Background: an optimization exercise with open tools, aiming at small area, a short achievable clock period and few clock cycles per item. Do not read the settings as production practice. Only simulation tests tie the RTL to the original design; equivalence was not proved. Power is estimated from default activity; no workload was simulated.

<file path="design/flow/design.v">
package csg_pkg;
    localparam int MAX_ITEMS_DEF = 16;
    localparam int MAX_PICKS_DEF = 8;
    localparam logic [1:0] MODE_WORDS = 2'd0;
    localparam logic [1:0] MODE_PERM  = 2'd1;
    localparam logic [1:0] MODE_COMB  = 2'd2;
    localparam logic [1:0] MODE_MULTI = 2'd3;
    localparam logic [1:0] REQ_ADVANCE = 2'd0;
    localparam logic [1:0] REQ_RESTART = 2'd1;
    localparam logic [1:0] REQ_WRITE   = 2'd2;
    localparam logic [1:0] REQ_NONE    = 2'd3;
    localparam logic [1:0] CFG_MODE  = 2'd0;
    localparam logic [1:0] CFG_ITEMS = 2'd1;
    localparam logic [1:0] CFG_PICKS = 2'd2;
    typedef struct packed {
        logic [3:0]  position_index;
        logic [31:0] item_value;
        logic        last;
        logic        wrapped;
        logic        error;
    } result_t;
endpackage
import csg_pkg::*;
module csg_engine
#(
    parameter int MAX_ITEMS = csg_pkg::MAX_ITEMS_DEF,
    parameter int MAX_PICKS = csg_pkg::MAX_PICKS_DEF
) (
    input  logic        aclk,
    input  logic        aresetn,
    input  logic        init,        
    input  logic        adv,         
    input  logic [1:0]  mode,
    input  logic [7:0]  kmask,       
    input  logic [3:0]  nm1,         
    output logic        wrap,        
    output logic        busy,        
    input  logic [2:0]  rd_sel,
    output logic [3:0]  rd_pos,
    input  logic        chk_en,      
    input  logic [3:0]  chk_idx,
    output logic        chk_hit      
);
    logic [3:0] pos [8];
    logic [7:0] dir;
    logic [7:0] mob;         
    logic       mob_none;
    logic [7:0] maxs;        
    logic [7:0] fp;          
    logic       srch1, srch2;
    logic       cpend;       
    logic       wrap_q;
    logic [7:0] cand;
    logic [7:0] lastk;       
    logic       k_lt2, k_eq2;
    logic       comblike, perm, words;
    assign lastk = kmask & ~{1'b0, kmask[7:1]};
    assign k_lt2 = !kmask[1];
    assign k_eq2 = kmask[1] && !kmask[2];
    assign comblike = mode == MODE_PERM || mode == MODE_COMB;
    assign perm     = mode == MODE_PERM;
    assign words    = mode == MODE_WORDS;
    assign rd_pos = pos[rd_sel];
    always_comb begin
        chk_hit = chk_en && cpend;
        for (int j = 0; j < 8; j++)
            if (chk_en && kmask[j] && 3'(j) >= rd_sel && (fp[j] || pos[j] == chk_idx))
                chk_hit = 1'b1;
    end
    logic [3:0] pinc [8];
    always_comb begin
        for (int i = 0; i < 8; i++) pinc[i] = pos[i] + 4'd1;
    end
    logic       pfin;
    logic       dm;
    logic [3:0] moved;
    logic [7:0] tgt;
    logic       atend;
    logic [3:0] ppos [8];
    logic [7:0] pdir;
    assign pfin = k_lt2 || mob_none;
    always_comb begin
        dm     = |(mob & dir);
        moved  = '0;
        for (int i = 0; i < 8; i++) moved = moved | (mob[i] ? pos[i] : 4'd0);
        tgt    = dm ? {mob[6:0], 1'b0} : {1'b0, mob[7:1]};
        atend  = dm ? |(tgt & lastk) : tgt[0];
        for (int i = 0; i < 8; i++) begin
            logic is_m, is_t;
            is_m = mob[i];
            is_t = tgt[i];
            if (is_m) begin
                ppos[i] = dm ? pos[(i + 1) % 8] : pos[(i + 7) % 8];
                pdir[i] = dm ? dir[(i + 1) % 8] : dir[(i + 7) % 8];
            end else if (is_t) begin
                ppos[i] = moved;
                pdir[i] = dm;
            end else begin
                ppos[i] = pos[i];
                pdir[i] = dir[i] ^ (pos[i] > moved);
            end
        end
    end
    logic [3:0] src [8];
    logic [3:0] sinc [8];
    logic [7:0] cmax, allhi, sel, ge;
    logic       wrapc;
    logic [3:0] npos [8];
    logic [7:0] nfp;
    always_comb begin
        for (int i = 0; i < 8; i++) begin
            src[i]  = pos[i];
            sinc[i] = pinc[i];
        end
        for (int i = 0; i < 8; i++) begin
            if (!kmask[i])
                cmax[i] = 1'b1;
            else if (comblike && !lastk[i])
                cmax[i] = src[(i + 1) % 8] == sinc[i];
            else
                cmax[i] = src[i] == nm1;
        end
        allhi[7] = 1'b1;
        for (int i = 6; i >= 0; i--) allhi[i] = allhi[i+1] & cmax[i+1];
        for (int i = 0; i < 8; i++) sel[i] = !cmax[i] && allhi[i];
        wrapc = cmax[0] && allhi[0];
        ge[0] = 1'b0;
        for (int i = 1; i < 8; i++) ge[i] = ge[i-1] | sel[i-1];
        for (int j = 0; j < 8; j++) begin
            if (wrapc)
                npos[j] = (comblike && kmask[j]) ? 4'(j) : 4'd0;
            else if (sel[j])
                npos[j] = sinc[j];
            else if (ge[j] && words)
                npos[j] = 4'd0;
            else
                npos[j] = src[j];
        end
        nfp = (wrapc || words) ? 8'd0 : (ge & kmask);
    end
    assign wrap = wrap_q;
    assign busy = cpend;
    logic [6:0] gtn;
    logic [7:0] mobile, c1a, c2a, c2b, c2c;
    always_comb begin
        for (int i = 0; i < 7; i++) gtn[i] = pos[i] > pos[i + 1];
        for (int i = 0; i < 8; i++) begin
            logic gtl, gtr;
            gtr = (i < 7) ? (kmask[(i + 1) % 8] && gtn[i % 7]) : 1'b0;
            gtl = (i > 0) ? !gtn[(i + 6) % 7] : 1'b0;
            mobile[i] = kmask[i] && (dir[i] ? gtr : gtl);
        end
        for (int i = 0; i < 8; i++) c1a[i] = mobile[i] && (pos[i][3] || !(|(mobile & {pos[7][3], pos[6][3], pos[5][3], pos[4][3], pos[3][3], pos[2][3], pos[1][3], pos[0][3]})));
        for (int i = 0; i < 8; i++) c2a[i] = cand[i] && (pos[i][2] || !(|(cand & {pos[7][2], pos[6][2], pos[5][2], pos[4][2], pos[3][2], pos[2][2], pos[1][2], pos[0][2]})));
        for (int i = 0; i < 8; i++) c2b[i] = c2a[i] && (pos[i][1] || !(|(c2a & {pos[7][1], pos[6][1], pos[5][1], pos[4][1], pos[3][1], pos[2][1], pos[1][1], pos[0][1]})));
        for (int i = 0; i < 8; i++) c2c[i] = c2b[i] && (pos[i][0] || !(|(c2b & {pos[7][0], pos[6][0], pos[5][0], pos[4][0], pos[3][0], pos[2][0], pos[1][0], pos[0][0]})));
    end
    always_ff @(posedge aclk) begin
        if (init) begin
            for (int i = 0; i < 8; i++) pos[i] <= (comblike && kmask[i]) ? 4'(i) : 4'd0;
            dir      <= '0;
            mob      <= lastk;
            mob_none <= 1'b0;
            maxs     <= lastk;
            fp       <= '0;
            srch1    <= 1'b0;
            srch2    <= 1'b0;
            cpend    <= 1'b0;
            wrap_q   <= 1'b0;
        end else if (adv && perm && !pfin) begin
            for (int i = 0; i < 8; i++) pos[i] <= ppos[i];
            dir    <= pdir;
            fp     <= '0;
            srch1  <= 1'b0;
            srch2  <= 1'b0;
            wrap_q <= 1'b0;
            if (|(mob & maxs)) begin
                maxs <= tgt;
                if (!atend) mob <= tgt;
                else if (k_eq2) mob_none <= 1'b1;
                else srch1 <= 1'b1;
            end else begin
                mob <= maxs;
            end
        end else if (adv && perm && !k_lt2) begin
            pos[0] <= pos[1];
            pos[1] <= pos[0];
            fp     <= '0;
            srch1  <= 1'b0;
            srch2  <= 1'b0;
            cpend  <= 1'b1;
        end else if (adv || cpend) begin
            for (int i = 0; i < 8; i++) pos[i] <= npos[i];
            fp       <= nfp;
            dir      <= '0;
            mob      <= lastk;
            mob_none <= 1'b0;
            maxs     <= lastk;
            srch1    <= 1'b0;
            srch2    <= 1'b0;
            cpend    <= 1'b0;
            wrap_q   <= wrapc;
        end else begin
            for (int j = 1; j < 8; j++)
                if (fp[j] && !fp[j-1]) pos[j] <= comblike ? pinc[j-1] : pos[j-1];
            for (int j = 1; j < 8; j++) fp[j] <= fp[j] && fp[j-1];
            fp[0] <= 1'b0;
            srch1 <= 1'b0;
            srch2 <= srch1;
            if (srch1) cand <= c1a;
            if (srch2) begin
                mob      <= c2c;
                mob_none <= ~|cand;
            end
        end
    end
endmodule
import csg_pkg::*;
module combinatorial_sequence_generator
#(
    parameter int MAX_ITEMS = csg_pkg::MAX_ITEMS_DEF,
    parameter int MAX_PICKS = csg_pkg::MAX_PICKS_DEF
) (
    input  logic        aclk,
    input  logic        aresetn,
    input  logic        cfg_we,
    input  logic [1:0]  cfg_index,
    input  logic [4:0]  cfg_data,
    input  logic        s_tvalid,
    output logic        s_tready,
    input  logic [39:0] s_tdata,    
    output logic        m_tvalid,
    input  logic        m_tready,
    output logic [39:0] m_tdata,    
    output logic        m_tlast,
    output logic [1:0]  m_tuser     
);
    logic [1:0]  mode_reg;
    logic [4:0]  items_reg;
    logic [3:0]  picks_reg;
    logic        cfg_dirty;     
    logic        cfg_ok;        
    logic [3:0]  nm1_reg;       
    logic [2:0]  km1;
    logic [7:0]  kmask_reg;     
    assign km1 = 3'(picks_reg - 4'd1);
    always_ff @(posedge aclk) begin
        if (!aresetn) begin
            mode_reg  <= MODE_WORDS;
            items_reg <= 5'd2;
            picks_reg <= 4'd1;
            cfg_dirty <= 1'b1;     
            cfg_ok    <= 1'b1;
            nm1_reg   <= 4'd1;
            kmask_reg <= 8'd1;
        end else begin
            if (cfg_we) begin
                unique case (cfg_index)
                    CFG_MODE:  mode_reg  <= cfg_data[1:0];
                    CFG_ITEMS: items_reg <= cfg_data;
                    CFG_PICKS: begin
                        picks_reg <= cfg_data[3:0];
                        for (int i = 0; i < 8; i++) kmask_reg[i] <= 4'(i) < cfg_data[3:0];
                    end
                    default: ;
                endcase
            end
            cfg_dirty <= cfg_we && cfg_index != 2'd3;
            if (cfg_dirty) begin
                cfg_ok <= items_reg != 0 && picks_reg != 0 &&
                          int'(items_reg) <= MAX_ITEMS && int'(picks_reg) <= MAX_PICKS &&
                          !((mode_reg == MODE_PERM || mode_reg == MODE_COMB) &&
                            5'(picks_reg) > items_reg);
                nm1_reg <= 4'(items_reg - 5'd1);
            end
        end
    end
    logic        rdy_q;         
    logic        in_v;          
    logic [1:0]  in_type;
    logic [3:0]  in_idx;
    logic        q2_v;          
    logic [1:0]  q2_type;
    logic [3:0]  q2_idx;
    logic [31:0] in_data;       
    logic        wr_ok;         
    logic        emitting;      
    logic        err_pend;      
    logic [2:0]  cnt;
    logic        pav, pbv;      
    logic [3:0]  paidx, pbidx;
    logic        palast, pblast, pawrap, pbwrap, paerr, pberr;
    logic        prp, pwp;      
    logic [3:0]  res_pos;
    logic [31:0] res_val;
    logic        res_last, res_wrap, res_err;
    logic [31:0] vtab [MAX_ITEMS];
    assign s_tready = rdy_q;
    logic       eng_wrap, eng_busy, chk_hit;
    logic [3:0] rd_pos;
    logic go, pop, push, src_free, is_wr, is_rst, wr_conf, idle;
    logic fire, step_fire, err_fire, wr_fire, take;
    logic nonempty, full;
    logic [3:0] h_idx;
    logic h_last, h_wrap, h_err;
    logic emitting_n, err_pend_n, pav_n, pbv_n, in_v_n, in_wr_n, q2_v_n, q2_wr_n, t_v, t_wr;
    logic n_idx_last, n_err;
    logic [3:0] n_idx;
    always_comb begin
        go        = !m_tvalid || m_tready;
        nonempty  = pav || pbv;
        full      = pav && pbv;
        h_idx     = prp ? pbidx : paidx;
        h_last    = prp ? pblast : palast;
        h_wrap    = prp ? pbwrap : pawrap;
        h_err     = prp ? pberr : paerr;
        pop       = go && nonempty;
        push      = (err_pend || (emitting && !eng_busy)) && !full;
        src_free  = !(emitting || err_pend) || (push && (err_pend || cnt == km1));
        is_wr     = in_type == REQ_WRITE;
        is_rst    = in_type == REQ_RESTART;
        idle      = !(emitting || err_pend || nonempty);
        wr_conf   = chk_hit || (pav && paidx == in_idx) || (pbv && pbidx == in_idx);
        step_fire = in_v && !is_wr && cfg_ok && src_free;
        err_fire  = in_v && !is_wr && !cfg_ok && src_free;
        wr_fire   = in_v && is_wr && (idle || wr_ok);
        fire      = step_fire || err_fire || wr_fire;
        take      = s_tvalid && rdy_q;
        n_idx      = err_pend ? 4'd0 : rd_pos;
        n_idx_last = err_pend || cnt == km1;
        n_err      = err_pend;
        emitting_n = emitting;
        err_pend_n = err_pend;
        if (push) begin
            if (err_pend) err_pend_n = 1'b0;
            else if (cnt == km1) emitting_n = 1'b0;
        end
        if (step_fire) emitting_n = 1'b1;
        if (err_fire) err_pend_n = 1'b1;
        pav_n = (pav && !(pop && !prp)) || (push && !pwp);
        pbv_n = (pbv && !(pop && prp)) || (push && pwp);
        t_v  = take && s_tdata[1:0] != REQ_NONE;
        t_wr = s_tdata[1:0] == REQ_WRITE;
        if (in_v && !fire) begin
            in_v_n  = 1'b1;
            in_wr_n = is_wr;
            q2_v_n  = q2_v || t_v;
            q2_wr_n = q2_v ? q2_type == REQ_WRITE : t_wr;
        end else if (q2_v) begin
            in_v_n  = 1'b1;
            in_wr_n = q2_type == REQ_WRITE;
            q2_v_n  = t_v;
            q2_wr_n = t_wr;
        end else begin
            in_v_n  = t_v;
            in_wr_n = t_wr;
            q2_v_n  = 1'b0;
            q2_wr_n = t_wr;
        end
    end
    csg_engine #(.MAX_ITEMS(MAX_ITEMS), .MAX_PICKS(MAX_PICKS)) u_engine (
        .aclk(aclk), .aresetn(aresetn),
        .init(cfg_dirty || (step_fire && is_rst)),
        .adv(step_fire && !is_rst),
        .mode(mode_reg), .kmask(kmask_reg), .nm1(nm1_reg),
        .wrap(eng_wrap), .busy(eng_busy),
        .rd_sel(cnt), .rd_pos(rd_pos),
        .chk_en(emitting), .chk_idx(in_idx), .chk_hit(chk_hit)
    );
    always_ff @(posedge aclk) begin
        if (rdy_q) in_data <= s_tdata[37:6];
        if (!aresetn) begin
            if (!(in_v && is_wr && !wr_fire)) begin
                in_type <= q2_type;
                in_idx  <= q2_idx;
            end
        end else if (in_v && !fire) begin
            if (!q2_v) begin
                q2_type <= s_tdata[1:0];
                q2_idx  <= s_tdata[5:2];
            end
        end else if (q2_v) begin
            in_type <= q2_type;
            in_idx  <= q2_idx;
            q2_type <= s_tdata[1:0];
            q2_idx  <= s_tdata[5:2];
        end else begin
            in_type <= s_tdata[1:0];
            in_idx  <= s_tdata[5:2];
        end
    end
    always_ff @(posedge aclk) begin
        if (wr_fire) vtab[in_idx] <= in_data;
    end
    always_ff @(posedge aclk) begin
        if (pop) begin
            res_pos  <= h_idx;
            res_val  <= h_err ? 32'd0 : vtab[h_idx];
            res_last <= h_last;
            res_wrap <= h_wrap;
            res_err  <= h_err;
        end
        if (push && !pwp) begin
            paidx  <= n_idx;
            palast <= n_idx_last;
            pawrap <= eng_wrap;
            paerr  <= n_err;
        end
        if (push && pwp) begin
            pbidx  <= n_idx;
            pblast <= n_idx_last;
            pbwrap <= eng_wrap;
            pberr  <= n_err;
        end
    end
    always_ff @(posedge aclk) begin
        if (!aresetn) begin
            rdy_q    <= 1'b0;
            in_v     <= (in_v && is_wr && !wr_fire) || (q2_v && q2_type == REQ_WRITE);
            q2_v     <= 1'b0;
            wr_ok    <= 1'b0;
            m_tvalid <= 1'b0;
            emitting <= 1'b0;
            err_pend <= 1'b0;
            pav      <= 1'b0;
            pbv      <= 1'b0;
            prp      <= 1'b0;
            pwp      <= 1'b0;
            cnt      <= '0;
        end else begin
            in_v     <= in_v_n;
            q2_v     <= q2_v_n;
            rdy_q    <= !in_v_n || (!q2_v_n && !in_wr_n) ||
                        (!q2_v_n && !emitting_n && !err_pend_n && !pav_n && !pbv_n);
            wr_ok    <= in_v && is_wr && !wr_fire && !wr_conf;
            emitting <= emitting_n;
            err_pend <= err_pend_n;
            pav      <= pav_n;
            pbv      <= pbv_n;
            if (pop) prp <= !prp;
            if (push) pwp <= !pwp;
            if (go) m_tvalid <= nonempty;
            if (push && !err_pend) cnt <= cnt + 3'd1;
            if (step_fire) cnt <= '0;
        end
    end
    assign m_tdata = {4'd0, res_val, res_pos};
    assign m_tlast = res_last;
    assign m_tuser = {res_err, res_wrap};
endmodule
</file>
<file path="design/flow/flow/run.sh">
#!/bin/bash
set -e
cd "$(dirname "$0")/.."
echo 'export SETUP_SLACK_MARGIN = 6' >> config.mk
bash standard.sh finish > standard_flow.log 2>&1
</file>
<file path="design/flow/standard.sh">
#!/bin/bash
# synth_recipe.tcl (not shown) runs the flow's synth.tcl, then flattens the netlist and writes it again
# the make line also repeats each setting of config.mk as NAME=value (left out here)
make -C /OpenROAD-flow-scripts/flow DESIGN_CONFIG=/design/flow/config.mk WORK_HOME=/design/flow/orfs CLKGATE_MAP_FILE= SYNTH_SCRIPT=/design/flow/synth_recipe.tcl "${@:-finish}"
</file>
<file path="design/flow/config.mk">
export PLATFORM = sky130hd
export DESIGN_NAME = combinatorial_sequence_generator
export DESIGN_NICKNAME = combinatorial_sequence_generator
export VERILOG_FILES = /design/flow/design.v
export SDC_FILE = /design/flow/constraint.sdc
export NUM_CORES = 4
export LEC_CHECK = 0
export CAP_MARGIN = 20
export CORE_MARGIN = 2
export CORE_UTILIZATION = 58
export CTS_BUF_LIST = sky130_fd_sc_hd__clkbuf_8 sky130_fd_sc_hd__clkbuf_16
export CTS_CLUSTER_DIAMETER = 80
export CTS_CLUSTER_SIZE = 20
export SLEW_MARGIN = 20
export SETUP_SLACK_MARGIN = 6
</file>
<file path="design/flow/constraint.sdc">
create_clock -name core_clock -period 9.0 [get_ports {aclk}]
set_input_delay 1.8000 -clock core_clock [delete_from_list [all_inputs] [get_ports {aclk}]]
set_output_delay 1.8000 -clock core_clock [all_outputs]
set_load 0.01 [all_outputs]
</file>
==> summary.txt, run 1 <==
Top_reg_cell synth: edfxtp_1
Ys Warns: 8
Total track usage: 33.57%
Vias in the first global route: 25.89k
Rel. slew slack: 28.61%
Clock-pin transition on the worst setup and hold timing paths: 0.09 ns
Synth top area share: 56.46%
Yosys cell types: 92
Most frequent cells in the layout: edfxtp_1 (661), nand2_1 (647), buf_4 (172)
Clock skew: 0.02743 ns
Leakage power: 14.07 nW
Clock sink count: 723
Post-synth EDFFs: 661
Final period utilization: 34.53%
# diodes: 0
Crit path cell chain: buf_6 -> ha_4 -> xor2_1 -> nor4b_2 -> nand3_1 -> and3_4 -> nor3_4 -> nand3b_1 -> nor2_2 -> o21ai_2 -> a31oi_4 -> buf_6
Starting Density: 58.47%
Switching pwr: 0.002692 W
DRC violations left: 0
Clock power frac: 24.8%
Maximum root-to-sink buffer count: 3
Routability cong.: 0.9399
Flop pwr share: 46.9%
CP peak stage delay: 0.43 ns
Initial antenna violation count: 0
Total vias in the final route: 27.09k
DIE AREA: 62610 sq um
Area growth syn-to-layout: 15.07%
Sw frac: 32.13%
Nature of the critical path startpoint: flop
Peak VDD IR: 0.1524 mV
Final min period: 3.108 ns
Status: finished clean
Fill count: 4544
Asr flop ratio synth: 0%
Final WL: 108900 microns
Sequential area share after synthesis: 59.99%
Vias per cell: 6.642
Synthesized flop and latch total: 723
Placed cells: 3851
Worst slew pin tran: 1.071 ns
Avg Synthesized Cell Area: 11.17 sq um
Seq. cell area: 21120 sq um
Yosys top cell by area: edfxtp_1
CP max FO: 10
Logic gate share of total power: 28.3%
Worst EP arrival: 3.43 ns
Fin. max-slew vios: 0
Pint: 0.005686 W
Remaining Overflow, GRT: 0
Max reg flops: 512
Req. time, crit path: 9.33 ns
PortBufs: 90
Layout cells sized above 1: 16.59%
Total Neg Setup Slack: 0 ns
Worst-skew pair later-pin latency: 0.62 ns
PD cells: 207.1 nW/um^2
Die height: 250.2 microns
Unrepaired setup endpoints after global routing: true
Commonest non-fill, non-tap cell in the layout: edfxtp_1
Slowest-stage cell, CP: edfxtp_1
Clock root cell: clkbuf_16
Final setup fails: 0
Top reg by flops: vtab
HPWL Detailed: 58470 microns
Num CTS Buffers: 45
HP Class: reg2reg
Post-Syn Instances: 3149
DR iter-0 viols: 3237
Die width: 250.2 microns
Largest net degree at the start of global routing: 107
# H-tree levels: 2
Multi-input gate area: 13740 sq um
Final Hold Fails: 0
Routed WL per cell: 26.69 microns
Final Power: 0.008379 W
Post-Layout Cell Count: 4079
Max Cap Viol: 0
CORE AREA: 60130 sq um
Max frequency: 321.8 MHz
Io pins: 97
Site Rows: 90
Critical path class: reg2reg
Post-layout nets: 3414
CTS tree: built
Antenna viol nets, final: 0
DRT Pass-1 Iters: 6
Crit path capture type: flop
Post-Syn Area: 35160 sq um
Global-route wire length before repair: 158400 microns
Critical path's most frequent cell: buf_6
Synth area leaders: edfxtp_1 (56%), nand2_1 (7.0%), dfxtp_1 (3.5%)
==> cell usage after synthesis (40+ instances only) <==
| cell type | number |
|---|---|
| edfxtp_1 | 661 |
| nand2_1 | 653 |
| nand3_1 | 173 |
| clkbuf_1 | 162 |
| nor2_1 | 131 |
| a21oi_1 | 103 |
| xnor2_1 | 100 |
| a311oi_1 | 98 |
| o21ai_0 | 98 |
| ha_1 | 81 |
| and3_1 | 74 |
| dfxtp_1 | 62 |
| a31oi_1 | 58 |
| inv_1 | 55 |
| a211oi_1 | 49 |
| xor2_1 | 45 |
| buf_2 | 42 |
| a22oi_1 | 41 |
| nor2b_1 | 40 |
==> metal layers <==
metal  track usage (%)  wire [microns]  up-vias
li1                  -               -    11850
met4             16.82            6518        0
met3             5.549           10480      447
met2             55.02           51170     1632
met5                 0               0        -
met1             43.55           40710    13170
==> layout make-up <==
type	count	share of cell area (%)
timing repair buffer	326	7.491
clock buffer	47	2.879
multi-input combinational	2127	33.97
sequential	723	52.20
tap	782	2.419
clock inverter	16	0.3804
inverter	58	0.6557
==> worst paths after layout <==
kind / to / slack (ns) / start / cells after the start
max: u_engine.pos[2][0]$_SDFFCE_PN0P_ / 5.89 / u_engine.pos[3][1]$_DFFE_PP_ / 12
min: u_engine.srch2$_SDFF_PP0_ / 0.48 / u_engine.srch1$_SDFF_PP0_ / 1
max reg2reg: u_engine.pos[2][0]$_SDFFCE_PN0P_ / 5.89 / u_engine.pos[3][1]$_DFFE_PP_ / 12
min reg2reg: u_engine.srch2$_SDFF_PP0_ / 0.48 / u_engine.srch1$_SDFF_PP0_ / 1
==> logic make-up (layout without fill, tap and decap cells) <==
| kind of cell | after synthesis | count (layout) | share of synthesized area, % |
|---|---|---|---|
| and+or+nand+nor | 1220 | 1221 | 15.79 |
| DFF | 723 | 723 | 59.99 |
| AOI/OAI and AO/OA | 633 | 633 | 12.54 |
| buffers and inverters | 303 | 447 | 3.726 |
| xor gates and xnor gates | 151 | 151 | 3.961 |
| adders and majority gates | 82 | 82 | 2.911 |
| muxes | 36 | 36 | 1.078 |
| other | 1 | 4 | 0.01067 |
==> critical path: cells and delay by family, from the launching register on <==
kind	cells	cell delay, ns
adders and majority gates	1	0.24
xor gates and xnor gates	1	0.17
and+or+nand+nor	6	1.36
buffers and inverters	2	0.34
DFF	1	0.43
AOI/OAI and AO/OA	2	0.29
==> power by group through the flow <==
stage / combinational (W) / clock (W) / sequential, W
after floorplan: 0.00134 / 0 / 0.00396
after global placement: 0.00179 / 0 / 0.00407
after detailed placement: 0.00184 / 0 / 0.00408
after CTS: 0.00214 / 0.00210 / 0.00393
after global routing: 0.00253 / 0.00221 / 0.00394
final: 0.00237 / 0.00207 / 0.00393
==> what timing repair did <==
action,in CTS,in global routing
pin swaps,28,60
cloned,4,4
setup endpoints to repair,240,154
resized for setup,284,151
hold endpoints to repair,0,0
hold buffers,0,0
setup buffers,102,55
==> per-stage QoR <==
step	util (%)	hold WS, ns	worst slack [ns]	area [sq um]
4_1_cts	65.39	0.4843	5.928	39320
6_report	67.28	0.4846	5.892	40460
5_1_grt	67.28	0.5085	5.851	40460
3_3_place_gp	61.13	0.4611	4.938	36760
2_1_floorplan	-	0.4254	5.651	35210
3_5_place_dp	61.13	0.4628	4.851	36760
Testbench counts, summed over its fixed seeds: cycles 19,104, results 17,712.
==> run 2, diff against run 1 <==
--- a/design/flow/config.mk
+++ b/design/flow/config.mk
@@ -7,7 +7,7 @@
 export LEC_CHECK = 0
 export CAP_MARGIN = 20
 export CORE_MARGIN = 2
-export CORE_UTILIZATION = 58
+export CORE_UTILIZATION = 50
 export CTS_BUF_LIST = sky130_fd_sc_hd__clkbuf_8 sky130_fd_sc_hd__clkbuf_16
 export CTS_CLUSTER_DIAMETER = 80
 export CTS_CLUSTER_SIZE = 20
==> run 2 against run 1 <==
Clock power is essentially flat. Total power increased by 0.82%. Flip-flop and latch count unchanged. Via count fell by 0.17%. Critical endpoint is now u_engine.fp[2]$_SDFF_PP0_. Largest power group unchanged. Highest routed layer unchanged.
==> summary.txt, run 2 <==
Ys Warns: 8
Crit path capture type: flop
Yosys top cell by area: edfxtp_1
Synthesized flop and latch total: 723
Global-route wire length before repair: 160000 microns
Area growth syn-to-layout: 16.89%
Capture point of the worst path: u_engine.fp[2]$_SDFF_PP0_
Cell area after layout: 41100 sq um
Post-Syn Area: 35160 sq um
Largest net degree at the start of global routing: 95
Top_reg_cell synth: edfxtp_1
Clock skew: 0.02443 ns
Yosys cell types: 92
CTS tree: built
Req. time, crit path: 9.55 ns
DR iter-0 viols: 3045
Fin. max-slew vios: 0
DRC violations left: 0
Top reg by flops: vtab
CORE AREA: 69790 sq um
CP startpoint: u_engine.pos[3][0]$_DFFE_PP_
Worst EP arrival: 3.72 ns
Nature of the critical path startpoint: flop
RR Startpoint: u_engine.pos[3][0]$_DFFE_PP_
Maximum root-to-sink buffer count: 3
Unrepaired setup endpoints after global routing: true
Final Power: 0.008447 W
Num CTS Buffers: 46
Io pins: 97
Final Hold Fails: 0
Total vias in the final route: 27.05k
Most frequent cell after synthesis: edfxtp_1
Post-Syn Instances: 3149
Final WL: 109600 microns
Die width: 269.2 microns
Critical path class: reg2reg
Asr flop ratio synth: 0%
Site Rows: 97
Placed inst area: 36860 sq um
CTS Hold Bufs: 0
HPWL Detailed: 57550 microns
Post-layout nets: 3450
Final min period: 3.178 ns
Routed WL per cell: 25.63 microns
Antenna viol nets, final: 0
Clock root cell: clkbuf_16
Placed cells: 3997
Synth area leaders: edfxtp_1 (56%), nand2_1 (7.0%), dfxtp_1 (3.5%)
Max Cap Viol: 0
Pre-CTS setup slack: 4.795 ns
PD cells: 205.5 nW/um^2
Starting Density: 50.38%
Max frequency: 314.7 MHz
CP max FO: 4
List of most frequent post-synthesis cells: edfxtp_1 (661), nand2_1 (653), nand3_1 (173), clkbuf_1 (162), nor2_1 (131)
DIE AREA: 72460 sq um
Final Worst Setup Slack: 5.822 ns
Die height: 269.2 microns
Commonest non-fill, non-tap cell in the layout: edfxtp_1
Final period utilization: 35.31%
Leakage power: 14.30 nW
HP Class: reg2reg
Vias in the first global route: 25.84k
PortBufs: 90
Worst-skew pair later-pin latency: 0.62 ns
Remaining Overflow, GRT: 0
Vias per cell: 6.324
DRT Pass-1 Iters: 6
Layout cells sized above 1: 18.17%
Fill count: 5637
Worst reg2reg path depth: 14
Sequential area share after synthesis: 59.99%
Final setup fails: 0
# H-tree levels: 2
Post-synth EDFFs: 661
Rel. slew slack: 32.08%
Worst slew pin tran: 1.019 ns
Clock sink count: 723
Routability cong.: 0.9185
Avg Synthesized Cell Area: 11.17 sq um
Worst R2R Setup Slack: 5.82 ns
Status: finished clean
Peak VDD IR: 0.1254 mV
Most frequent cells in the layout: edfxtp_1 (661), nand2_1 (645), buf_4 (213)
Synth top area share: 56.46%
Initial antenna violation count: 0
R2R Path End: u_engine.fp[2]$_SDFF_PP0_
Post-Layout Cell Count: 4277
Max reg flops: 512
Clock-pin transition on the worst setup and hold timing paths: 0.08 ns
Total Neg Setup Slack: 0 ns
Total track usage: 29.08%
-- run 2: worst min path at each step --
stage                                             from  slack [ns]                   endpoint  depth (start not counted)
after global routing         u_engine.srch1$_SDFF_PP0_        0.51  u_engine.srch2$_SDFF_PP0_                          1
after floorplan           u_engine.wrap_q$_SDFFE_PN0P_        0.43           pawrap$_DFFE_PP_                          0
after detailed placement     u_engine.srch1$_SDFF_PP0_        0.47  u_engine.srch2$_SDFF_PP0_                          1
final                        u_engine.srch1$_SDFF_PP0_        0.48  u_engine.srch2$_SDFF_PP0_                          1
after global placement       u_engine.srch1$_SDFF_PP0_        0.46  u_engine.srch2$_SDFF_PP0_                          1
after CTS                    u_engine.srch1$_SDFF_PP0_        0.49  u_engine.srch2$_SDFF_PP0_                          1
-- run 2: critical path, cell delays in order, from the launching register on --
cell and delay, ns:
edfxtp_1 0.56, ha_4 0.33, xor2_2 0.14, nor4b_2 0.37
nand3_1 0.17, and3_4 0.23, nor3_4 0.22, nand3b_1 0.24
nor2_4 0.20, buf_6 0.12, buf_6 0.08, buf_6 0.08
buf_6 0.09, o211ai_1 0.11, a21oi_1 0.17
-- run 2: logic make-up (layout without fill, tap and decap cells) --
logic type	count (synthesis)	in the layout	share of synthesized area (%)
simple gates	1220	1220	15.79
flops	723	723	59.99
compound gates	633	633	12.54
buf+inv	303	487	3.726
xor+xnor	151	151	3.961
fa+ha+maj	82	82	2.911
mux	36	36	1.078
other cells	1	5	0.01067
-- run 2: through the flow --
step	hold slack, ns	util, %
floorplan	0.4254	-
global placement	0.4638	52.79
detailed placement	0.4734	52.82
CTS	0.4863	57.33
global route	0.5094	58.89
finish	0.4814	58.89
-- run 2: what timing repair did --
item | in CTS | in global routing
pin swaps | 40 | 63
gates resized for setup | 318 | 143
cloned | 7 | 1
buffers inserted | 155 | 49
endpoints found under the setup margin | 194 | 158
endpoints found under the hold margin | 0 | 0
-- run 2: area by class of cell --
type                       count  area (sq um)  area share [%]
inverter                      58         270.3          0.6576
timing repair inverter         1         8.758         0.02131
tap                          940          1176           2.862
timing repair buffer         361          3296           8.019
clock inverter                20         171.4          0.4171
clock buffer                  47          1176           2.862
sequential                   723         21120           51.39
multi-input combinational   2126         13880           33.77
antenna                        1         2.502        0.006089
-- run 2: power breakdown --
part           switching [W]  total [W]  internal, W
clock                0.00111    0.00210     0.000984
sequential          0.000134    0.00394      0.00381
combinational        0.00146    0.00241     0.000943
-- run 2: metal layers --
metal  vias to the layer above  GRT usage, %  routed length, microns
met3                       377         4.132                    9110
li1                      11930             -                       -
met2                      1422         46.71                   50650
met1                     13320         38.85                   43610
met4                         0         14.55                    6229
met5                         -             0                       0
==> run 3, diff against run 2 <==
--- a/design/flow/design.v
+++ b/design/flow/design.v
@@ -32,7 +32,7 @@
     input  logic        adv,         
     input  logic [1:0]  mode,
     input  logic [7:0]  kmask,       
-    input  logic [3:0]  nm1,         
+    input  logic [31:0] lim,         
     output logic        wrap,        
     output logic        busy,        
     input  logic [2:0]  rd_sel,
@@ -112,14 +112,7 @@
             src[i]  = pos[i];
             sinc[i] = pinc[i];
         end
-        for (int i = 0; i < 8; i++) begin
-            if (!kmask[i])
-                cmax[i] = 1'b1;
-            else if (comblike && !lastk[i])
-                cmax[i] = src[(i + 1) % 8] == sinc[i];
-            else
-                cmax[i] = src[i] == nm1;
-        end
+        for (int i = 0; i < 8; i++) cmax[i] = !kmask[i] || src[i] == lim[4*i +: 4];
         allhi[7] = 1'b1;
         for (int i = 6; i >= 0; i--) allhi[i] = allhi[i+1] & cmax[i+1];
         for (int i = 0; i < 8; i++) sel[i] = !cmax[i] && allhi[i];
@@ -240,7 +233,7 @@
     logic [3:0]  picks_reg;
     logic        cfg_dirty;     
     logic        cfg_ok;        
-    logic [3:0]  nm1_reg;       
+    logic [31:0] lim_reg;       
     logic [2:0]  km1;
     logic [7:0]  kmask_reg;     
     assign km1 = 3'(picks_reg - 4'd1);
@@ -251,7 +244,7 @@
             picks_reg <= 4'd1;
             cfg_dirty <= 1'b1;     
             cfg_ok    <= 1'b1;
-            nm1_reg   <= 4'd1;
+            lim_reg   <= {8{4'd1}};
             kmask_reg <= 8'd1;
         end else begin
             if (cfg_we) begin
@@ -271,7 +264,9 @@
                           int'(items_reg) <= MAX_ITEMS && int'(picks_reg) <= MAX_PICKS &&
                           !((mode_reg == MODE_PERM || mode_reg == MODE_COMB) &&
                             5'(picks_reg) > items_reg);
-                nm1_reg <= 4'(items_reg - 5'd1);
+                for (int i = 0; i < 8; i++)
+                    lim_reg[4*i +: 4] <= (mode_reg == MODE_PERM || mode_reg == MODE_COMB) ?
+                                         4'(items_reg - 5'(picks_reg) + 5'(i)) : 4'(items_reg - 5'd1);
             end
         end
     end
@@ -362,7 +357,7 @@
         .aclk(aclk), .aresetn(aresetn),
         .init(cfg_dirty || (step_fire && is_rst)),
         .adv(step_fire && !is_rst),
-        .mode(mode_reg), .kmask(kmask_reg), .nm1(nm1_reg),
+        .mode(mode_reg), .kmask(kmask_reg), .lim(lim_reg),
         .wrap(eng_wrap), .busy(eng_busy),
         .rd_sel(cnt), .rd_pos(rd_pos),
         .chk_en(emitting), .chk_idx(in_idx), .chk_hit(chk_hit)
--- a/design/flow/config.mk
+++ b/design/flow/config.mk
@@ -7,7 +7,7 @@
 export LEC_CHECK = 0
 export CAP_MARGIN = 20
 export CORE_MARGIN = 2
-export CORE_UTILIZATION = 50
+export CORE_UTILIZATION = 58
 export CTS_BUF_LIST = sky130_fd_sc_hd__clkbuf_8 sky130_fd_sc_hd__clkbuf_16
 export CTS_CLUSTER_DIAMETER = 80
 export CTS_CLUSTER_SIZE = 20
==> run 3 against run 2 <==
Final area fell by 1.8%. Clock skew rose by 0.0052 ns. Fmax rose by 3.5%. Sequential power rose by 2%. Area after synthesis rose by 1.2%. Total power rose by 0.19%. Combinational power barely moved. Sequential share of layout area rose by 1.9 points. Die area fell by 13%. First-iteration DRC count rose by 0.49%. Register-to-register slack improved by 0.17 ns. Synthesized cell count rose by 2.3%. Critical path type is now reg2out.
==> summary.txt, run 3 <==
Status: finished clean
Final WL: 108700 microns
Max frequency: 325.7 MHz
Initial antenna violation count: 1
PortBufs: 90
DIE AREA: 63320 sq um
Routed WL per cell: 26.53 microns
Placed inst area: 37290 sq um
CTS Hold Bufs: 0
Synth top area share: 55.81%
Critical path class: reg2out
Top_reg_cell synth: edfxtp_1
Buf+Inv Stages, Crit Path: 1
Clock-pin transition on the worst setup and hold timing paths: 0.08 ns
Crit path capture type: output pin
CORE AREA: 60470 sq um
Asr flop ratio synth: 0%
Final Power: 0.008464 W
Vias in the first global route: 25.48k
Nature of the critical path startpoint: flop
Worst reg2reg path depth: 10
DRC violations left: 0
Top reg by flops: vtab
Seq. cell area: 21480 sq um
Post-Syn Instances: 3220
Area growth syn-to-layout: 13.41%
Sequential area share after synthesis: 60.31%
Post-Syn Area: 35570 sq um
Starting Density: 58.82%
Total Neg Setup Slack: 0 ns
Antenna viol nets, final: 0
PD cells: 209.8 nW/um^2
Synthesized flop and latch total: 741
Vias per cell: 6.585
Multi-input gate area: 13750 sq um
Yosys cell types: 87
Rel. slew slack: 33.13%
DR iter-0 viols: 3060
Clock sink count: 741
List of most frequent post-synthesis cells: nand2_1 (676), edfxtp_1 (661), clkbuf_1 (196), nand3_1 (177), a21oi_1 (144)
Final setup fails: 0
Cell family with most CP delay: flip-flops
Largest net degree at the start of global routing: 103
Remaining Overflow, GRT: 0
Crit path cell chain: buf_2
Final Hold Fails: 0
Site Rows: 90
Most frequent cell after synthesis: nand2_1
Worst-skew pair later-pin latency: 0.62 ns
Final min period: 3.070 ns
Final period utilization: 34.11%
Layout cells sized above 1: 13.73%
Synth area leaders: edfxtp_1 (56%), nand2_1 (7.1%), dfxtp_1 (4.5%)
CTS tree: built
Fin. max-slew vios: 0
Peak VDD IR: 0.1481 mV
Commonest non-fill, non-tap cell in the layout: nand2_1
Clock root cell: clkbuf_16
Unrepaired setup endpoints after global routing: true
Leakage power: 14.25 nW
Yosys top cell by area: edfxtp_1
Cell area after layout: 40340 sq um
HP Class: reg2reg
CP peak stage delay: 0.48 ns
Io pins: 97
Maximum root-to-sink buffer count: 3
Max reg flops: 512
Die height: 251.6 microns
Worst slew pin tran: 0.9778 ns
HPWL Detailed: 59470 microns
Crit path depth: 1
Avg Synthesized Cell Area: 11.05 sq um
Post-synth EDFFs: 661
Slowest-stage cell, CP: edfxtp_1
Req. time, crit path: 7.20 ns
Final Worst Setup Slack: 5.930 ns
CP max FO: 1
DRT Pass-1 Iters: 7
Ys Warns: 8
Num CTS Buffers: 45
Post-layout nets: 3444
Clock skew: 0.02965 ns
Global-route wire length before repair: 158700 microns
Routability cong.: 0.9512
Total track usage: 33.52%
Max Cap Viol: 0
# H-tree levels: 2
Worst hold path depth: 2
Total vias in the final route: 26.97k
Worst EP arrival: 1.27 ns
Fill count: 4502
Pre-CTS setup slack: 4.591 ns
Die width: 251.6 microns
Most frequent cells in the layout: nand2_1 (671), edfxtp_1 (661), nand3_1 (175)
## run 3: logic make-up (layout without fill, tap and decap cells)
logic type / after synthesis / after routing / synth area share [%]
buffers and inverters: 322 / 410 / 3.549
AND/OR/NAND/NOR: 1216 / 1217 / 15.22
other: 1 / 5 / 0.01054
AO/OA/AOI/OAI: 680 / 681 / 13.29
multiplexers: 40 / 40 / 1.171
flip-flops: 741 / 741 / 60.31
adder cells (fa/ha/maj): 92 / 92 / 3.257
XOR/XNOR: 128 / 128 / 3.194
## run 3: final timing paths
kind	to	slack, ns	startpoint
setup / recovery	m_tdata[4]	5.93	res_val[0]$_SDFFCE_PP0P_
hold / removal	lim_reg[11]$_SDFFE_PN0P_	0.48	lim_reg[11]$_SDFFE_PN0P_
setup reg to reg	u_engine.pos[6][2]$_DFFE_PP_	5.99	picks_reg[1]$_SDFFE_PN0P_
hold reg to reg	lim_reg[11]$_SDFFE_PN0P_	0.48	lim_reg[11]$_SDFFE_PN0P_
## run 3: routing by layer
layer	GRT usage (%)	share of wire [%]	vias to the layer above
li1	-	-	12030
met1	44.59	39	13230
met2	54.35	46	1404
met3	5.685	9.3	308
met4	15.20	5.3	0
met5	0	0	-
## run 3: repair_timing
item / in CTS / in global routing
hold endpoints to repair: 0 / 0
endpoints found under the setup margin: 472 / 270
resized for setup: 278 / 120
pin swaps: 26 / 47
cloned: 3 / 3
buffers inserted: 81 / 30
## run 3: stage by stage
stage	cells	utilization (%)	hold slack, ns
floorplan	3223	-	0.4202
global placement	3918	61.67	0.4560
detailed placement	3918	61.67	0.4669
CTS	4062	65.38	0.4796
global route	4095	66.70	0.5011
finish	4096	66.71	0.4778
## run 3: power breakdown
part	switching (W)	leakage, nW	internal, W
clock network	0.00112	0.651	0.000938
registers	0.000117	6.73	0.00389
logic	0.00153	6.86	0.000868
total	0.00277	14.2	0.00569
## run 3: area by class of cell
cell class	instances	area share [%]
flip-flops and latches	741	53.24
well taps	782	2.426
repair inverters	1	0.02792
clock buffers	46	2.854
multi-input cells	2162	34.08
inverters	69	0.7724
repair buffers	280	6.253
clock inverters	14	0.3443
diodes	1	0.006204
Testbench counts of run 3, summed over its fixed seeds: cycles 19,104, results 17,712.
==> run 4, diff against run 3 <==
--- a/design/flow/config.mk
+++ b/design/flow/config.mk
@@ -7,7 +7,7 @@
 export LEC_CHECK = 0
 export CAP_MARGIN = 20
 export CORE_MARGIN = 2
-export CORE_UTILIZATION = 58
+export CORE_UTILIZATION = 62
 export CTS_BUF_LIST = sky130_fd_sc_hd__clkbuf_8 sky130_fd_sc_hd__clkbuf_16
 export CTS_CLUSTER_DIAMETER = 80
 export CTS_CLUSTER_SIZE = 20
==> run 4 against run 3 <==
Still clean on timing, DRC and antenna. Non-clock buffer count grew 13. Worst setup slack worse by 0.022 ns. Sequential share of layout area shrank 0.20 points. Total power up 0.80%. Area after synthesis unchanged. Critical path type is now reg2reg. Highest routed layer unchanged.
==> summary.txt, run 4 <==
Req. time, crit path: 9.34 ns
Max frequency: 323.4 MHz
Clock root cell: clkbuf_16
Starting Density: 62.84%
Flop pwr share: 47.1%
Final WL: 108100 microns
Layout cells sized above 1: 14.33%
DR iter-0 viols: 3492
GR Util met2: 56.81%
Synth area leaders: edfxtp_1 (56%), nand2_1 (7.1%), dfxtp_1 (4.5%)
Maximum root-to-sink buffer count: 3
Max Cap Viol: 0
Final Hold Fails: 0
# diodes: 0
Final hold slack: 0.4829 ns
Final min period: 3.092 ns
CTS Hold Bufs: 0
Top_reg_cell synth: edfxtp_1
Avg Synthesized Cell Area: 11.05 sq um
Clock sink count: 741
Fin. max-slew vios: 0
Post-synth EDFFs: 661
Peak VDD IR: 0.1691 mV
Io pins: 97
Yosys top cell by area: edfxtp_1
Initial antenna violation count: 0
Most frequent cell after synthesis: nand2_1
DIE AREA: 59300 sq um
DRC violations left: 0
RR Startpoint: cnt[2]$_SDFFE_PP0P_
PortBufs: 90
Num CTS Buffers: 47
Synth top area share: 55.81%
Routability cong.: 0.9904
Clock power frac: 25.3%
Total Neg Setup Slack: 0 ns
Post-Syn Area: 35570 sq um
Remaining Overflow, GRT: 0
Met1 usage: 47.31%
Pint: 0.005740 W
Switching pwr: 0.002792 W
CP startpoint: cnt[2]$_SDFFE_PP0P_
Die height: 243.5 microns
Most frequent cells in the layout: nand2_1 (671), edfxtp_1 (661), nand3_1 (176)
Final setup fails: 0
List of most frequent post-synthesis cells: nand2_1 (676), edfxtp_1 (661), clkbuf_1 (196), nand3_1 (177), a21oi_1 (144)
Leakage power: 14.33 nW
Total vias in the final route: 27.50k
Worst-skew pair later-pin latency: 0.64 ns
R2R Path End: u_engine.pos[3][1]$_DFFE_PP_
Die width: 243.5 microns
Final period utilization: 34.35%
Global-route wire length before repair: 159100 microns
CP max FO: 5
Worst hold start: lim_reg[22]$_SDFFE_PN0P_
Fill count: 3962
Max reg flops: 512
CORE AREA: 56600 sq um
Site Rows: 87
Asr flop ratio synth: 0%
Nature of the critical path startpoint: flop
# H-tree levels: 2
Vias per cell: 6.732
Top reg by flops: vtab
CTS tree: built
Clock skew: 0.03528 ns
Unrepaired setup endpoints after global routing: true
Clock-pin transition on the worst setup and hold timing paths: 0.09 ns
HP Class: reg2reg
Commonest non-fill, non-tap cell in the layout: nand2_1
DRT Pass-1 Iters: 6
Rel. slew slack: 27.01%
Total track usage: 35.53%
Ys Warns: 8
Worst R2R Setup Slack: 5.91 ns
Worst reg2reg path depth: 10
Most used routing layer: met2
Crit path capture type: flop
Synthesized flop and latch total: 741
Worst slew pin tran: 1.095 ns
Area growth syn-to-layout: 13.82%
Status: finished clean
Largest net degree at the start of global routing: 101
Antenna viol nets, final: 0
Sequential area share after synthesis: 60.31%
Sw frac: 32.73%
Post-layout nets: 3458
Yosys cell types: 87
Capture point of the worst path: u_engine.pos[3][1]$_DFFE_PP_
HPWL Detailed: 59400 microns
PD cells: 210.7 nW/um^2
Routed WL per cell: 26.45 microns
Vias in the first global route: 26.27k
Logic gate share of total power: 27.6%
Met3 usage: 5.497%
Worst EP arrival: 3.43 ns
Critical path class: reg2reg
Post-Syn Instances: 3220
## run 4: cell counts after synthesis
No cell type changed its count.
## run 4: worst min path at each step
stage	end	slack (ns)	cells after the start
6_report	lim_reg[22]$_SDFFE_PN0P_	0.48	2
3_5_place_dp	u_engine.srch2$_SDFF_PP0_	0.46	1
5_1_grt	lim_reg[19]$_SDFFE_PN0P_	0.50	2
3_3_place_gp	u_engine.srch2$_SDFF_PP0_	0.46	1
2_1_floorplan	paerr$_DFFE_PP_	0.42	0
4_1_cts	lim_reg[22]$_SDFFE_PN0P_	0.48	2
## run 4: logic make-up (layout without fill, tap and decap cells)
| logic type | Yosys count | count (layout) | share of synthesized area (%) |
|---|---|---|---|
| compound gates | 680 | 681 | 13.29 |
| xor+xnor | 128 | 128 | 3.194 |
| fa+ha+maj | 92 | 92 | 3.257 |
| buf+inv | 322 | 427 | 3.549 |
| flops | 741 | 741 | 60.31 |
| mux | 40 | 40 | 1.171 |
| other cells | 1 | 4 | 0.01054 |
| simple gates | 1216 | 1216 | 15.22 |
## run 4: power groups by stage
stage               combinational [W]  sequential (W)  clock [W]
floorplan                     0.00137         0.00404          0
global placement              0.00189         0.00412          0
detailed placement            0.00196         0.00413          0
CTS                           0.00217         0.00401    0.00218
global route                  0.00251         0.00403    0.00229
finish                        0.00235         0.00402    0.00216
## run 4: critical path, stage by stage (launching register included)
cell       delay (ns)
dfxtp_4          0.36
xor3_1           0.43
and4bb_4         0.42
o2111ai_4        0.23
or3_4            0.42
nor2_4           0.19
nor2_4           0.09
nand3_4          0.14
nor2_2           0.07
nor4_4           0.24
buf_4            0.19
## run 4: final cells by class
type                    count  area (sq um)  share of cell area (%)
well taps                 756         945.9                   2.336
flip-flops and latches    741         21470                   53.04
clock buffers              49          1215                   3.001
repair buffers            293          2611                   6.450
multi-input cells        2161         13740                   33.94
inverters                  69         302.8                  0.7479
repair inverters            1         8.758                 0.02163
clock inverters            15         187.7                  0.4636
## run 4: per-layer routing
metal,vias up,wire length [microns]
li1,12060,-
met1,13340,40460
met2,1729,50230
met3,382,11230
met4,0,6146
met5,-,0
## run 4: what timing repair did
| item | CTS | global route |
|---|---|---|
| resized for setup | 281 | 106 |
| gates cloned | 4 | 2 |
| setup endpoints to repair | 285 | 444 |
| pin swaps | 23 | 35 |
| setup buffers | 74 | 49 |
## run 4: per-stage QoR
step | total power, W | instances | utilization (%) | setup slack, ns | cell area [sq um]
3_5_place_dp | 0.006081 | 3892 | 65.82 | 4.477 | 37260
2_1_floorplan | 0.005417 | 3223 | - | 5.628 | 35640
6_report | 0.008532 | 4085 | 71.52 | 5.908 | 40490
5_1_grt | 0.008834 | 4085 | 71.52 | 5.852 | 40490
3_3_place_gp | 0.006012 | 3892 | 65.82 | 4.547 | 37260
4_1_cts | 0.008365 | 4034 | 69.91 | 5.865 | 39570

port drivers added, routing unchanged:
No port has a modelled driver above. Below, the same layouts with a new extraction and two added sets of constraints.
Step 1, drivers: a clkbuf_16 drives aclk and a buf_2 each remaining input, both assumed.
Step 2 moves the port delays by t, midway between the first and last clock arrival at a register: inputs arrive t later, outputs are due t later. That takes back most of the time a late clock gives input paths.
a / b / c = ideal ports / drivers / drivers and shift; a / b = the first two.
run	shift t [ns]	setup WS [ns]	worst slew at a driven data input, ns	pins driven straight from the clock port
run 1	0.673	5.892 / 5.883 / 5.462	0.04	1
run 2	0.670	5.822 / 5.822 / 5.457	0.04	1
run 3	0.676	5.930 / 5.864 / 5.481	0.14	1
run 4	0.690	5.908 / 5.862 / 5.415	0.05	1
After both steps every run listed still meets setup and hold. For run 4, which loses most, drivers alone change the setup slack by -0.046 ns; drivers and shift together by -0.493 ns.
